Background: an optimization exercise with open tools, aiming at small area, a short achievable clock period and few clock cycles. Do not read the settings as production practice. Function was checked by simulation only, so behaviour that the tests miss may differ from the original.

==> inputs of 04-08 <==
Design lane, start of the top module:
module lane (
  input  logic    clk_i,
  input  logic    rst_ni,
  input  logic [lane_isa_pkg::VinsnW-1:0]  insn_i,
  input  logic    insn_valid_i,
  output logic    insn_ready_o,
  input  logic [lane_isa_pkg::LduWrW-1:0] ldu_wr_i,
  input  logic    ldu_valid_i,
  output logic    ldu_ready_o,
  output logic [32-1:0]     stu_operand_o,
  output logic    stu_valid_o,
  input  logic    stu_ready_i,
  output logic    done_o,
  output logic [lane_isa_pkg::VidW-1:0]    done_id_o
);
  localparam int unsigned NrRegs = 8;
  localparam int unsigned VlMax  = 8;
  localparam int unsigned W      = 32;
  localparam int unsigned IdxW   = $clog2(8);
  localparam int unsigned NrF    = 2;
  localparam int unsigned ItemW  = 1 + lane_isa_pkg::LduWrW;
  localparam int unsigned CntW   = $clog2(NrF + 3);
  typedef logic [ItemW-1:0] item_t;
  logic  free1_q, free2_q;    
  logic  ld_acc, in_acc;
  logic  done_q;
  ...
==> module stream_buffer, before the edit <==
module stream_buffer #(
  parameter int unsigned Depth = 2
) (
  input  logic                                   clk_i,
  input  logic                                   rst_ni,
  input  logic [8-1:0][32-1:0] data_i,
  input  logic [$clog2(8)-1:0]         last_i,    
  input  logic                                   push_i,
  output logic                                   full_o,
  output logic                                   full_next_o,
  output logic [32-1:0]                  data_o,
  output logic                                   valid_o,
  input  logic                                   ready_i
);
  localparam int unsigned PtrW = (Depth > 1) ? $clog2(Depth) : 1;
  localparam int unsigned CntW = $clog2(Depth + 1);
  localparam int unsigned IdxW = $clog2(8);
  logic [8-1:0][32-1:0] mem_q [Depth];
  logic [IdxW-1:0]   last_q [Depth];
  logic [PtrW-1:0]   wr_ptr_q, rd_ptr_q;
  logic [CntW-1:0]   count_q, count_d;
  logic [IdxW-1:0]   idx_q;
  logic              o_valid_q;
  logic [32-1:0] o_data_q;
  logic              pop, load, free, bypass, keep;
  assign pop         = o_valid_q && ready_i;
  assign load        = (!o_valid_q || pop) && (count_q != '0);
  assign free        = load && (idx_q == last_q[rd_ptr_q]);
  assign bypass      = push_i && (!o_valid_q || pop) && (count_q == '0);
  assign keep        = push_i && !(bypass && (last_i == '0));
  assign count_d     = count_q + CntW'(keep) - CntW'(free);
  assign full_o      = (count_q == CntW'(Depth));
  assign full_next_o = (count_d == CntW'(Depth));
  assign data_o      = o_data_q;
  assign valid_o     = o_valid_q;
  always_ff @(posedge clk_i) begin
    if (keep) begin
      mem_q[wr_ptr_q]  <= data_i;
      last_q[wr_ptr_q] <= last_i;
    end
    if (load)        o_data_q <= mem_q[rd_ptr_q][idx_q];
    else if (bypass) o_data_q <= data_i[0];
  end
  always_ff @(posedge clk_i or negedge rst_ni) begin
    if (!rst_ni) begin
      wr_ptr_q  <= '0;
      rd_ptr_q  <= '0;
      count_q   <= '0;
      idx_q     <= '0;
      o_valid_q <= 1'b0;
    end else begin
      if (keep) wr_ptr_q <= (wr_ptr_q == PtrW'(Depth - 1)) ? '0 : wr_ptr_q + 1'b1;
      if (free) rd_ptr_q <= (rd_ptr_q == PtrW'(Depth - 1)) ? '0 : rd_ptr_q + 1'b1;
      if (load)        idx_q <= free ? '0 : idx_q + 1'b1;
      else if (keep && bypass) idx_q <= IdxW'(1);
      count_q <= count_d;
      if (load || bypass) o_valid_q <= 1'b1;
      else if (pop)       o_valid_q <= 1'b0;
    end
  end
endmodule
make LEC_CHECK=0 CAP_MARGIN=20 CORE_MARGIN=2 CORE_UTILIZATION=55 SETUP_SLACK_MARGIN=4.0 SLEW_MARGIN=20 finish   # period 7.0 ns
run.sh (not shown) runs the stock make flow with config.mk's settings and CLKGATE_MAP_FILE= SYNTH_SCRIPT=/design/flow/synth_recipe.tcl, a recipe that flattens the netlist after the stock synthesis.
==> inputs of 06-21, as changes to 04-08 <==
--- a/flow/design.v
+++ b/flow/design.v
@@ -74,5 +74,8 @@
   logic              pop, load, free, bypass, keep;
+  logic              head_last_q, head_last_d;
+  logic [PtrW-1:0]   rd_ptr_d;
+  logic [IdxW-1:0]   idx_d, head_last_idx;
   assign pop         = o_valid_q && ready_i;
   assign load        = (!o_valid_q || pop) && (count_q != '0);
-  assign free        = load && (idx_q == last_q[rd_ptr_q]);
+  assign free        = load && head_last_q;
   assign bypass      = push_i && (!o_valid_q || pop) && (count_q == '0);
@@ -81,3 +84,8 @@
   assign full_o      = (count_q == CntW'(Depth));
-  assign full_next_o = (count_d == CntW'(Depth));
+  assign full_next_o = (keep && !free) ? (count_q == CntW'(Depth - 1)) :
+                       (!keep && free) ? 1'b0 : full_o;
+  assign rd_ptr_d = !free ? rd_ptr_q : (rd_ptr_q == PtrW'(Depth - 1)) ? '0 : rd_ptr_q + 1'b1;
+  assign idx_d    = load ? (free ? '0 : idx_q + 1'b1) : ((keep && bypass) ? IdxW'(1) : idx_q);
+  assign head_last_idx = (keep && (wr_ptr_q == rd_ptr_d)) ? last_i : last_q[rd_ptr_d];
+  assign head_last_d   = (idx_d == head_last_idx);
   assign data_o      = o_data_q;
@@ -89,4 +97,5 @@
     end
-    if (load)        o_data_q <= mem_q[rd_ptr_q][idx_q];
-    else if (bypass) o_data_q <= data_i[0];
+    o_data_q <= ({32{load}} & mem_q[rd_ptr_q][idx_q]) |
+                ({32{bypass}} & data_i[0]) |
+                ({32{!load && !bypass}} & o_data_q);
   end
@@ -98,2 +107,3 @@
       idx_q     <= '0;
+      head_last_q <= 1'b0;
       o_valid_q <= 1'b0;
@@ -101,5 +111,5 @@
       if (keep) wr_ptr_q <= (wr_ptr_q == PtrW'(Depth - 1)) ? '0 : wr_ptr_q + 1'b1;
-      if (free) rd_ptr_q <= (rd_ptr_q == PtrW'(Depth - 1)) ? '0 : rd_ptr_q + 1'b1;
-      if (load)        idx_q <= free ? '0 : idx_q + 1'b1;
-      else if (keep && bypass) idx_q <= IdxW'(1);
+      rd_ptr_q    <= rd_ptr_d;
+      idx_q       <= idx_d;
+      head_last_q <= head_last_d;
       count_q <= count_d;
--- a/flow/config.mk
+++ b/flow/config.mk
@@ -10,3 +10,5 @@
 export CORE_UTILIZATION = 55
-export SETUP_SLACK_MARGIN = 4.0
+export CTS_CLUSTER_DIAMETER = 80
+export CTS_CLUSTER_SIZE = 24
+export SETUP_SLACK_MARGIN = 4.3
 export SLEW_MARGIN = 20
==> inputs of 08-18, as changes to 04-08 <==
--- a/flow/design.v
+++ b/flow/design.v
@@ -74,5 +74,8 @@
   logic              pop, load, free, bypass, keep;
+  logic              head_last_q, head_last_d;
+  logic [PtrW-1:0]   rd_ptr_d;
+  logic [IdxW-1:0]   idx_d, head_last_idx;
   assign pop         = o_valid_q && ready_i;
   assign load        = (!o_valid_q || pop) && (count_q != '0);
-  assign free        = load && (idx_q == last_q[rd_ptr_q]);
+  assign free        = load && head_last_q;
   assign bypass      = push_i && (!o_valid_q || pop) && (count_q == '0);
@@ -81,3 +84,8 @@
   assign full_o      = (count_q == CntW'(Depth));
-  assign full_next_o = (count_d == CntW'(Depth));
+  assign full_next_o = (keep && !free) ? (count_q == CntW'(Depth - 1)) :
+                       (!keep && free) ? 1'b0 : full_o;
+  assign rd_ptr_d = !free ? rd_ptr_q : (rd_ptr_q == PtrW'(Depth - 1)) ? '0 : rd_ptr_q + 1'b1;
+  assign idx_d    = load ? (free ? '0 : idx_q + 1'b1) : ((keep && bypass) ? IdxW'(1) : idx_q);
+  assign head_last_idx = (keep && (wr_ptr_q == rd_ptr_d)) ? last_i : last_q[rd_ptr_d];
+  assign head_last_d   = (idx_d == head_last_idx);
   assign data_o      = o_data_q;
@@ -89,4 +97,5 @@
     end
-    if (load)        o_data_q <= mem_q[rd_ptr_q][idx_q];
-    else if (bypass) o_data_q <= data_i[0];
+    o_data_q <= ({32{load}} & mem_q[rd_ptr_q][idx_q]) |
+                ({32{bypass}} & data_i[0]) |
+                ({32{!load && !bypass}} & o_data_q);
   end
@@ -98,2 +107,3 @@
       idx_q     <= '0;
+      head_last_q <= 1'b0;
       o_valid_q <= 1'b0;
@@ -101,5 +111,5 @@
       if (keep) wr_ptr_q <= (wr_ptr_q == PtrW'(Depth - 1)) ? '0 : wr_ptr_q + 1'b1;
-      if (free) rd_ptr_q <= (rd_ptr_q == PtrW'(Depth - 1)) ? '0 : rd_ptr_q + 1'b1;
-      if (load)        idx_q <= free ? '0 : idx_q + 1'b1;
-      else if (keep && bypass) idx_q <= IdxW'(1);
+      rd_ptr_q    <= rd_ptr_d;
+      idx_q       <= idx_d;
+      head_last_q <= head_last_d;
       count_q <= count_d;
--- a/flow/config.mk
+++ b/flow/config.mk
@@ -10,2 +10,4 @@
 export CORE_UTILIZATION = 55
+export CTS_CLUSTER_DIAMETER = 80
+export CTS_CLUSTER_SIZE = 24
 export SETUP_SLACK_MARGIN = 4.0
==> results.json <==
{
  "synth_xor_area_frac": 0.0277,
  "power.share.combinational": 0.043,
  "synth_seq_cells": 3610,
  "tightest_slew_ns": 1.28,
  "gr-usage-all-layers": 0.384,
  "ir_worst_vdd_mv": 0.320,
  "required_ns": 7.68,
  "ys_async_sr_fraction": 0.00914,
  "gp_congestion": 0.900,
  "design.die.area_um2": 271000,
  "reg2reg_from": "b_sel_q[22]",
  "status": "no timing/DRC/antenna violations",
  "cp_num_cells": 8
}
The numbers above come from 08-18.

==> results.json <==
{
  "status": "no timing/DRC/antenna violations",
  "ir_worst_vdd_mv": 0.222,
  "synth-edff-count": 2661,
  "ys_async_sr_fraction": 0.00887,
  "power.share.combinational": 0.075,
  "largest_reg_flops": 2048,
  "required_ns": 5.60,
  "design.die.area_um2": 271000,
  "cp_num_cells": 1,
  "grt_pass1_vias": 100553,
  "gp_congestion": 0.900,
  "gr-usage-all-layers": 0.393
}
The numbers above come from 04-08.

==> results.json <==
{
  "gp_congestion": 0.900,
  "gr-usage-all-layers": 0.388,
  "synth_xor_area_frac": 0.0277,
  "cp_num_cells": 14,
  "required_ns": 7.78,
  "tightest_slew_ns": 1.27,
  "power.share.combinational": 0.050,
  "synth_seq_cells": 3610,
  "ir_worst_vdd_mv": 0.320,
  "design.die.area_um2": 271000,
  "status": "no timing/DRC/antenna violations"
}
The numbers above come from 06-21.

Testbench counts of 04-08, summed over its fixed seeds: cycles 7,145.
Testbench counts of 06-21, summed over its fixed seeds: cycles 7,145.
Testbench counts of 08-18, summed over its fixed seeds: cycles 7,145.

[afterwards: timing with drivers on the ports]
In the flow no input, the clock included, has a driving cell. The finished layouts below were timed again as built, in two steps. Step 1, drivers: a clkbuf_16 drives clk_i and a buf_2 each remaining input, both assumed. Step 2 adds t to the input delays and takes it off the output delays; t is the mean of the earliest and latest rising clock arrival at the registers after step 1. Input paths then give back, and output paths get back, about the clock's delay inside the block. Slacks: ideal ports / drivers / drivers and shift; pairs: ideal ports / drivers.
run	shift t [ns]	setup slack, ns	slew at the worst register clock pin (ns)	worst data-port slew with drivers (ns)
04-08	1.048	3.784 / 3.679 / 2.969	0.07 / 0.07	0.20
06-21	0.955	4.038 / 4.031 / 3.144	0.10 / 0.10	0.07
08-18	0.962	4.001 / 3.925 / 3.143	0.10 / 0.10	0.07
After both steps setup and hold are still met in every run listed. For 06-21, which loses most, drivers alone change the setup slack by -0.007 ns; drivers and shift together by -0.894 ns.
